What follows belongs to an exercise in optimizing a design on an open flow for small area, a short achievable clock period and few clock cycles per item; a production flow would make more cautious choices.
Function was checked by simulation only, so behaviour that the tests miss may differ from the original.
Power figures rest on the tool's default switching activity, not on a simulated workload.

## the reference run
// bus_uart_bridge_fifo_core
module bus_uart_bridge_fifo_core #(
    parameter int RING_DEPTH = 256
) (
    input  wire logic        clk,
    input  wire logic        rst_n,
    input  wire logic        s_tvalid,
    output logic             s_tready,
    input  wire logic [7:0]  s_tdata,    
    input  wire logic [2:0]  s_tuser,    
    output logic             m_tvalid,
    input  wire logic        m_tready,
    output logic [bubf_pkg::OUT_W-1:0] m_tdata
);
    logic       in_v, sk_v;
    logic [2:0] sk_f;
    logic [7:0] in_d, sk_d;
    logic       rx_rd, rx_st, tx_rd, rx_wr, tx_wr, ovf, in_cmd, in_rel;
    logic       out_valid, out_valid_o;
    logic [7:0] out_bus_data, out_tx_byte;
    logic       out_bus_drive, out_wait_release, out_tx_valid, out_overflow;
    logic [bubf_pkg::DIV_W-1:0] divisor_x;
    logic [4:0] ph;
    logic       adv, acc, ld_in;
    logic       rx_push, rx_pop, tx_push, tx_pop;
    logic       rx_nempty_n, rx_full_n, tx_nempty_n, tx_full_n;
    logic [7:0] rx_dout, tx_dout;
    logic       sk_v_o;
    assign s_tready = !sk_v_o;
    assign acc      = s_tvalid && !sk_v;
    assign adv      = !out_valid || m_tready;
    assign ld_in    = !in_v || adv;
    assign rx_pop  = adv && rx_rd;
    assign rx_push = adv && rx_wr;
    assign tx_pop  = adv && tx_rd;
    assign tx_push = adv && tx_wr;
    bubf_ring_ram u_rx_ram (
        .clk      (clk),
        .rst_n    (rst_n),
        .ph       (ph),
        .push     (rx_push),
        .pop      (rx_pop),
        .rd_sel   (rx_rd),
        .din      (in_d),
        .dout     (rx_dout),
        .nempty_n (rx_nempty_n),
        .full_n   (rx_full_n)
    );
    bubf_ring_ram u_tx_ram (
        .clk      (clk),
        .rst_n    (rst_n),
        .ph       (ph),
        .push     (tx_push),
        .pop      (tx_pop),
        .rd_sel   (tx_rd),
        .din      (in_d),
        .dout     (tx_dout),
  ...
Size: ~6600 cells after synthesis, about 4600 flip-flops, roughly 57 I/O pins, about 110000 um^2 of cells after synthesis.
==> module bubf_ring_ram, before the edit <==
module bubf_ring_ram (
    input  wire logic       clk,
    input  wire logic       rst_n,
    input  wire logic [4:0] ph,
    input  wire logic       push,
    input  wire logic       pop,
    input  wire logic       rd_sel,    
    input  wire logic [7:0] din,
    output logic      [7:0] dout,      
    output logic            nempty_n,  
    output logic            full_n     
);
    logic [4:0]   head_s, tail_s;
    logic [7:0]   cnt;
    logic         nempty_r, full_r, cnt_ge8, cnt_gt8;
    logic [7:0]   pend, hv;
    logic [31:0]  fire_r;              
    logic [7:0]   hlt, lt, win;
    logic [7:0]   toh, hoh;
    logic [63:0]  wbuf, hreg;
    logic [7:0]   cap, rdl, ld;
    logic [31:0]  fire_n;
    logic [4:0]   dh, dt;
    assign nempty_n = push || (pop ? (cnt != 8'd1) : nempty_r);
    assign full_n   = push ? (cnt == 8'd254) : (!pop && full_r);
    logic [7:0] toh_x;
    assign toh = toh_x ^ 8'h01;
    assign hoh[0] = !hlt[0];
    genvar k;
    generate
        for (k = 1; k < 8; k = k + 1)
        begin : g_hoh
            assign hoh[k] = hlt[k-1] && !hlt[k];
        end
    endgenerate
    logic [7:0] h_at, w_at;
    logic       hv_at;
    always_comb
    begin
        h_at  = 8'h00;
        w_at  = 8'h00;
        hv_at = 1'b0;
        for (int i = 0; i < 8; i++)
        begin
            h_at  = h_at  | (hreg[i*8 +: 8] & {8{toh[i]}});
            w_at  = w_at  | (wbuf[i*8 +: 8] & {8{toh[i]}});
            hv_at = hv_at | (hv[i] & toh[i]);
        end
    end
    assign dout = (h_at & {8{rd_sel && hv_at}}) | (w_at & {8{rd_sel && !hv_at}});
    logic [3:0] wa, wb;
    genvar p;
    generate
        for (p = 0; p < 4; p = p + 1)
        begin : g_wcmp
            assign wa[p] = (dh == 5'(8*p - 1));
            assign wb[p] = (dh == 5'(8*p - 2));
        end
    endgenerate
    logic e0, e1;
    logic [1:0] cap_tap;
    assign e0      = (dt[2:0] == 3'd0);
    assign e1      = (dt[2:0] == 3'd1);
    assign cap_tap = dt[4:3];
    logic h_inc, t_inc;
    assign h_inc = push && hoh[7];
    assign t_inc = pop && toh[7];
    genvar l;
    generate
        for (l = 0; l < 8; l = l + 1)
        begin : g_loop
            logic [255:0] sr;          
            logic [31:0]  tap;         
            logic [7:0]   tap_sel;
            logic         cap_keep, cap_pop, fire_any;
            for (p = 0; p < 4; p = p + 1)
            begin : g_tap
                assign tap[p*8 +: 8] = fire_r[l*4 + p] ? wbuf[l*8 +: 8]
                                                       : sr[((8*p + 31) % 32)*8 +: 8];
                assign fire_n[l*4 + p] = ld[l] ? wa[p]
                                               : (pend[l] && (hlt[l] ? wa[p] : wb[p]));
            end
            assign fire_any = |fire_r[l*4 +: 4];
            always_ff @(posedge clk)
            begin
                for (int j = 0; j < 32; j++)
                begin
                    if (j % 8 == 0)
                        sr[j*8 +: 8] <= tap[(j/8)*8 +: 8];
                    else
                        sr[j*8 +: 8] <= sr[(j-1)*8 +: 8];
                end
            end
            assign rdl[l]   = pop && toh[l];
            assign cap_keep = !hv[l] && win[l] && (lt[l] ? e1 : e0);
            assign cap_pop  = toh[l] ? (cnt_gt8 && e1) : cap_keep;
            assign cap[l]   = pop ? cap_pop : cap_keep;
            assign ld[l]    = push && hoh[l];
            assign tap_sel  = tap[cap_tap*8 +: 8];
            always_ff @(posedge clk)
            begin
                if (ld[l])
                    wbuf[l*8 +: 8] <= din;
                if (cap[l])
                    hreg[l*8 +: 8] <= tap_sel;
                fire_r[l*4 +: 4] <= fire_n[l*4 +: 4];
            end
            always_ff @(posedge clk or negedge rst_n)
            begin
                if (!rst_n)
                begin
                    pend[l] <= 1'b0;
                    hv[l]   <= 1'b0;
                    win[l]  <= 1'b0;
                end
                else
                begin
                    pend[l] <= ld[l] || (pend[l] && !fire_any);
                    hv[l]   <= cap[l] || (hv[l] && !rdl[l]);
                    if (ld[l] && !cnt_ge8)
                        win[l] <= 1'b1;
                    else if (rdl[l] && !cnt_gt8)
                        win[l] <= 1'b0;
                end
            end
        end
    endgenerate
    always_ff @(posedge clk or negedge rst_n)
    begin
        if (!rst_n)
        begin
            head_s   <= '0;
            tail_s   <= '0;
            dh       <= '0;
            dt       <= '0;
            cnt      <= '0;
            hlt      <= '0;
            lt       <= '0;
            toh_x    <= '0;
            nempty_r <= 1'b0;
            full_r   <= 1'b0;
            cnt_ge8  <= 1'b0;
            cnt_gt8  <= 1'b0;
        end
        else
        begin
            dh <= h_inc ? dh : 5'(dh + 5'd1);
            dt <= t_inc ? dt : 5'(dt + 5'd1);
            if (push)
            begin
                if (hoh[7])
                    head_s <= 5'(head_s + 5'd1);
                hlt      <= hoh[7] ? 8'h00 : {hlt[6:0], 1'b1};
                cnt      <= cnt + 8'd1;
                nempty_r <= 1'b1;
                full_r   <= (cnt == 8'd254);
                cnt_ge8  <= (cnt > 8'd6);
                cnt_gt8  <= (cnt > 8'd7);
            end
            else if (pop)
            begin
                if (toh[7])
                    tail_s <= 5'(tail_s + 5'd1);
                lt       <= toh[7] ? 8'h00 : {lt[6:0], 1'b1};
                toh_x    <= {toh[6:0], toh[7]} ^ 8'h01;
                cnt      <= cnt - 8'd1;
                nempty_r <= (cnt != 8'd1);
                full_r   <= 1'b0;
                cnt_ge8  <= (cnt > 8'd8);
                cnt_gt8  <= (cnt > 8'd9);
            end
        end
    end
endmodule
export LEC_CHECK = 0
export CAP_MARGIN = 20
export CORE_MARGIN = 2
export CORE_UTILIZATION = 52
export PLACE_DENSITY = 0.62
export SETUP_SLACK_MARGIN = 2.4
export SLEW_MARGIN = 20
create_clock -name core_clock -period 4.8 [get_ports {clk}]
standard.sh (not shown) runs the stock make flow with config.mk's settings and CLKGATE_MAP_FILE= SYNTH_SCRIPT=/design/flow/synth_recipe.tcl, a recipe that flattens the netlist after the stock synthesis.
==> flow/flow/run.sh <==
#!/bin/bash
# Standard layout, with clock tree synthesis told to build larger sink
# clusters and to add no dummy loads, and the port buffers made buf_4.
set -euo pipefail
export CTS_ARGS="-sink_clustering_enable -repair_clock_nets -dont_use_dummy_load -sink_clustering_size 30 -sink_clustering_max_diameter 60"
export BUFFER_PORTS_ARGS="-buffer_cell sky130_fd_sc_hd__buf_4"
bash standard.sh finish > standard_flow.log 2>&1
Testbench counts of the reference run, summed over its fixed seeds: cycles 48,016, items 48,000.
The inputs of the trial run differ from those of the reference run as listed below.
-- flow/design.v --
<<< the reference run, line 88
    logic [7:0] toh_x;
    assign toh = toh_x ^ 8'h01;
    assign hoh[0] = !hlt[0];
    genvar k;
>>> the trial run, line 88
    logic [7:0] toh_x;
    assign toh = toh_x ^ 8'h01;
    logic [7:0] tsel_x, tsel;
    assign tsel = tsel_x ^ 8'h01;
    assign hoh[0] = !hlt[0];
    genvar k;
<<< the reference run, line 105
        for (int i = 0; i < 8; i++)
        begin
            h_at  = h_at  | (hreg[i*8 +: 8] & {8{toh[i]}});
            w_at  = w_at  | (wbuf[i*8 +: 8] & {8{toh[i]}});
            hv_at = hv_at | (hv[i] & toh[i]);
        end
    end
>>> the trial run, line 107
        for (int i = 0; i < 8; i++)
        begin
            h_at  = h_at  | (hreg[i*8 +: 8] & {8{tsel[i]}});
            w_at  = w_at  | (wbuf[i*8 +: 8] & {8{tsel[i]}});
            hv_at = hv_at | (hv[i] & tsel[i]);
        end
    end
<<< the reference run, line 200
            lt       <= '0;
            toh_x    <= '0;
            nempty_r <= 1'b0;
            full_r   <= 1'b0;
>>> the trial run, line 202
            lt       <= '0;
            toh_x    <= '0;
            tsel_x   <= '0;
            nempty_r <= 1'b0;
            full_r   <= 1'b0;
<<< the reference run, line 226
                lt       <= toh[7] ? 8'h00 : {lt[6:0], 1'b1};
                toh_x    <= {toh[6:0], toh[7]} ^ 8'h01;
                cnt      <= cnt - 8'd1;
                nempty_r <= (cnt != 8'd1);
>>> the trial run, line 229
                lt       <= toh[7] ? 8'h00 : {lt[6:0], 1'b1};
                toh_x    <= {toh[6:0], toh[7]} ^ 8'h01;
                tsel_x   <= {tsel[6:0], tsel[7]} ^ 8'h01;
                cnt      <= cnt - 8'd1;
                nempty_r <= (cnt != 8'd1);
## What came out
The trial run: full flow OK, the timing, design-rule and antenna checks passed. Launching instance or port of the critical path: divisor_x[6] -> the trial run, out_bus_data[2] -> the reference run. The global-route wire length before repair of the trial run is higher than that of the reference run. The trial run ended up with more standard cells than the reference run. Looking only at final area, and setting everything else aside, the lower value of the trial run and the reference run goes to the reference run. Against the reference run, post-layout minimum cycle time in the trial run came out worse. Static leakage ended up 0.53% higher on the trial run than on the reference run. Relative to the reference run, die area has gone up in the trial run. Re multi-input combinational cell area: the trial run is about 2.5% up on the reference run. The synthesized-area fraction occupied by adder cells of the trial run and that of the reference run are within noise of each other. The trial run vs. the reference run: area overhead of the layout relative to synthesis closely matched the old numbers; flip-flop and latch count after synthesis has increased; number of rows created at floorplan increased by about 0.6% relative to the old numbers; xor/xnor cell area share of the yosys netlist level. Between the trial run and the reference run, the antenna cell count is lower for the reference run.
Testbench counts of the trial run, summed over its fixed seeds: cycles 48,016, items 48,000.

* * *

RTL: one of the versions met above, not the one the previous note started from.
For scale: about 4600 flip-flops, about 110000 um2 of cells after synthesis.
==> module bubf_ring_ram, before the edit <==
module bubf_ring_ram (
    input  wire logic       clk,
    input  wire logic       rst_n,
    input  wire logic [4:0] ph,
    input  wire logic       push,
    input  wire logic       pop,
    input  wire logic       rd_sel,    
    input  wire logic [7:0] din,
    output logic      [7:0] dout,      
    output logic            nempty_n,  
    output logic            full_n     
);
    logic [4:0]   head_s, tail_s;
    logic [7:0]   cnt;
    logic         nempty_r, full_r, cnt_ge8, cnt_gt8;
    logic [7:0]   pend, hv;
    logic [31:0]  fire_r;              
    logic [7:0]   hlt, lt, win;
    logic [7:0]   toh, hoh;
    logic [63:0]  wbuf, hreg;
    logic [7:0]   cap, rdl, ld;
    logic [31:0]  fire_n;
    logic [4:0]   dh, dt;
    assign nempty_n = push || (pop ? (cnt != 8'd1) : nempty_r);
    assign full_n   = push ? (cnt == 8'd254) : (!pop && full_r);
    logic [7:0] toh_x;
    assign toh = toh_x ^ 8'h01;
    logic [7:0] tsel_x, tsel;
    assign tsel = tsel_x ^ 8'h01;
    assign hoh[0] = !hlt[0];
    genvar k;
    generate
        for (k = 1; k < 8; k = k + 1)
        begin : g_hoh
            assign hoh[k] = hlt[k-1] && !hlt[k];
        end
    endgenerate
    logic [7:0] h_at, w_at;
    logic       hv_at;
    always_comb
    begin
        h_at  = 8'h00;
        w_at  = 8'h00;
        hv_at = 1'b0;
        for (int i = 0; i < 8; i++)
        begin
            h_at  = h_at  | (hreg[i*8 +: 8] & {8{tsel[i]}});
            w_at  = w_at  | (wbuf[i*8 +: 8] & {8{tsel[i]}});
            hv_at = hv_at | (hv[i] & tsel[i]);
        end
    end
    assign dout = (h_at & {8{rd_sel && hv_at}}) | (w_at & {8{rd_sel && !hv_at}});
    logic [3:0] wa, wb;
    genvar p;
    generate
        for (p = 0; p < 4; p = p + 1)
        begin : g_wcmp
            assign wa[p] = (dh == 5'(8*p - 1));
            assign wb[p] = (dh == 5'(8*p - 2));
        end
    endgenerate
    logic e0, e1;
    logic [1:0] cap_tap;
    assign e0      = (dt[2:0] == 3'd0);
    assign e1      = (dt[2:0] == 3'd1);
    assign cap_tap = dt[4:3];
    logic h_inc, t_inc;
    assign h_inc = push && hoh[7];
    assign t_inc = pop && toh[7];
    genvar l;
    generate
        for (l = 0; l < 8; l = l + 1)
        begin : g_loop
            logic [255:0] sr;          
            logic [31:0]  tap;         
            logic [7:0]   tap_sel;
            logic         cap_keep, cap_pop, fire_any;
            for (p = 0; p < 4; p = p + 1)
            begin : g_tap
                assign tap[p*8 +: 8] = fire_r[l*4 + p] ? wbuf[l*8 +: 8]
                                                       : sr[((8*p + 31) % 32)*8 +: 8];
                assign fire_n[l*4 + p] = ld[l] ? wa[p]
                                               : (pend[l] && (hlt[l] ? wa[p] : wb[p]));
            end
            assign fire_any = |fire_r[l*4 +: 4];
            always_ff @(posedge clk)
            begin
                for (int j = 0; j < 32; j++)
                begin
                    if (j % 8 == 0)
                        sr[j*8 +: 8] <= tap[(j/8)*8 +: 8];
                    else
                        sr[j*8 +: 8] <= sr[(j-1)*8 +: 8];
                end
            end
            assign rdl[l]   = pop && toh[l];
            assign cap_keep = !hv[l] && win[l] && (lt[l] ? e1 : e0);
            assign cap_pop  = toh[l] ? (cnt_gt8 && e1) : cap_keep;
            assign cap[l]   = pop ? cap_pop : cap_keep;
            assign ld[l]    = push && hoh[l];
            assign tap_sel  = tap[cap_tap*8 +: 8];
            always_ff @(posedge clk)
            begin
                if (ld[l])
                    wbuf[l*8 +: 8] <= din;
                if (cap[l])
                    hreg[l*8 +: 8] <= tap_sel;
                fire_r[l*4 +: 4] <= fire_n[l*4 +: 4];
            end
            always_ff @(posedge clk or negedge rst_n)
            begin
                if (!rst_n)
                begin
                    pend[l] <= 1'b0;
                    hv[l]   <= 1'b0;
                    win[l]  <= 1'b0;
                end
                else
                begin
                    pend[l] <= ld[l] || (pend[l] && !fire_any);
                    hv[l]   <= cap[l] || (hv[l] && !rdl[l]);
                    if (ld[l] && !cnt_ge8)
                        win[l] <= 1'b1;
                    else if (rdl[l] && !cnt_gt8)
                        win[l] <= 1'b0;
                end
            end
        end
    endgenerate
    always_ff @(posedge clk or negedge rst_n)
    begin
        if (!rst_n)
        begin
            head_s   <= '0;
            tail_s   <= '0;
            dh       <= '0;
            dt       <= '0;
            cnt      <= '0;
            hlt      <= '0;
            lt       <= '0;
            toh_x    <= '0;
            tsel_x   <= '0;
            nempty_r <= 1'b0;
            full_r   <= 1'b0;
            cnt_ge8  <= 1'b0;
            cnt_gt8  <= 1'b0;
        end
        else
        begin
            dh <= h_inc ? dh : 5'(dh + 5'd1);
            dt <= t_inc ? dt : 5'(dt + 5'd1);
            if (push)
            begin
                if (hoh[7])
                    head_s <= 5'(head_s + 5'd1);
                hlt      <= hoh[7] ? 8'h00 : {hlt[6:0], 1'b1};
                cnt      <= cnt + 8'd1;
                nempty_r <= 1'b1;
                full_r   <= (cnt == 8'd254);
                cnt_ge8  <= (cnt > 8'd6);
                cnt_gt8  <= (cnt > 8'd7);
            end
            else if (pop)
            begin
                if (toh[7])
                    tail_s <= 5'(tail_s + 5'd1);
                lt       <= toh[7] ? 8'h00 : {lt[6:0], 1'b1};
                toh_x    <= {toh[6:0], toh[7]} ^ 8'h01;
                tsel_x   <= {tsel[6:0], tsel[7]} ^ 8'h01;
                cnt      <= cnt - 8'd1;
                nempty_r <= (cnt != 8'd1);
                full_r   <= 1'b0;
                cnt_ge8  <= (cnt > 8'd8);
                cnt_gt8  <= (cnt > 8'd9);
            end
        end
    end
endmodule
clock: 4.8 ns
lec_check: 0
abc_clock_period_in_ps: 2200
cap_margin: 20
core_margin: 2
core_utilization: 60
place_density: 0.7
setup_slack_margin: 2.4
slew_margin: 20
Scripts as last shown in full above: flow/flow/run.sh
The starting point ran to the end with no violations.
Testbench counts at the start, summed over its fixed seeds: cycles 48,016, items 48,000.
Rerun with:
--- a/flow/design.v
+++ b/flow/design.v
@@ -85,12 +85,10 @@
     logic [4:0]   dh, dt;
     assign nempty_n = push || (pop ? (cnt != 8'd1) : nempty_r);
     assign full_n   = push ? (cnt == 8'd254) : (!pop && full_r);
     logic [7:0] toh_x;
     assign toh = toh_x ^ 8'h01;
-    logic [7:0] tsel_x, tsel;
-    assign tsel = tsel_x ^ 8'h01;
     assign hoh[0] = !hlt[0];
     genvar k;
     generate
         for (k = 1; k < 8; k = k + 1)
         begin : g_hoh
@@ -104,13 +102,13 @@
         h_at  = 8'h00;
         w_at  = 8'h00;
         hv_at = 1'b0;
         for (int i = 0; i < 8; i++)
         begin
-            h_at  = h_at  | (hreg[i*8 +: 8] & {8{tsel[i]}});
-            w_at  = w_at  | (wbuf[i*8 +: 8] & {8{tsel[i]}});
-            hv_at = hv_at | (hv[i] & tsel[i]);
+            h_at  = h_at  | (hreg[i*8 +: 8] & {8{toh[i]}});
+            w_at  = w_at  | (wbuf[i*8 +: 8] & {8{toh[i]}});
+            hv_at = hv_at | (hv[i] & toh[i]);
         end
     end
     assign dout = (h_at & {8{rd_sel && hv_at}}) | (w_at & {8{rd_sel && !hv_at}});
     logic [3:0] wa, wb;
     genvar p;
@@ -199,11 +197,10 @@
             dt       <= '0;
             cnt      <= '0;
             hlt      <= '0;
             lt       <= '0;
             toh_x    <= '0;
-            tsel_x   <= '0;
             nempty_r <= 1'b0;
             full_r   <= 1'b0;
             cnt_ge8  <= 1'b0;
             cnt_gt8  <= 1'b0;
         end
@@ -226,11 +223,10 @@
             begin
                 if (toh[7])
                     tail_s <= 5'(tail_s + 5'd1);
                 lt       <= toh[7] ? 8'h00 : {lt[6:0], 1'b1};
                 toh_x    <= {toh[6:0], toh[7]} ^ 8'h01;
-                tsel_x   <= {tsel[6:0], tsel[7]} ^ 8'h01;
                 cnt      <= cnt - 8'd1;
                 nempty_r <= (cnt != 8'd1);
                 full_r   <= 1'b0;
                 cnt_ge8  <= (cnt > 8'd8);
                 cnt_gt8  <= (cnt > 8'd9);
The changed run completed without violations.
Clock-buffer cell count fell by 2.
Maximum frequency is lower slightly.
Register-to-register slack gets worse by 0.09 ns.
Power fell slightly.
Combinational power is about the same.
Hold slack gets worse by 0.012 ns.
Core utilization came out lower by 0.16 points.
Via count went down slightly.
Global-route usage hardly moves.
Clock power is about the same.
Wire length drops slightly.
Final cell count shrinks slightly.
Testbench counts after the change, summed over its fixed seeds: cycles 48,016, items 48,000.

==> afterwards: timing with drivers on the ports <==
The results above use ideal ports. As a check the final layouts listed here were re-extracted and re-timed, cells and wires unchanged.
Step 1 sets driving cells, clkbuf_16 on the clock port and buf_2 on the other inputs (assumed; they add their load-dependent delay and slew).
Step 2, shift: input delay + t, output delay - t, t = (earliest + latest rising clock arrival at the registers) / 2. This alone moves slack from input paths to output paths.
Three values: ideal, step 1, step 2; two values: the first two.
| run | t, ns | setup slack, ns | hold WS [ns] | worst setup path at the end | pins driven straight from the clock port |
|---|---|---|---|---|---|
| the reference run | 0.885 | 2.361 / 2.276 / 1.721 | 0.164 / 0.176 / 0.247 | input to register | 1 |
| the trial run | 0.895 | 2.354 / 2.268 / 1.745 | 0.097 / 0.108 / 0.251 | input to register | 1 |
| the first run of note 2 | 0.899 | 2.380 / 2.293 / 1.788 | 0.143 / 0.143 / 0.248 | input to register | 1 |
| the second run of note 2 | 0.902 | 2.355 / 2.267 / 1.728 | 0.131 / 0.117 / 0.265 | input to register | 1 |
After both steps every run listed still meets setup and hold. The setup slack of the reference run, which loses most, moves by -0.085 ns with the drivers and by -0.640 ns with both steps.
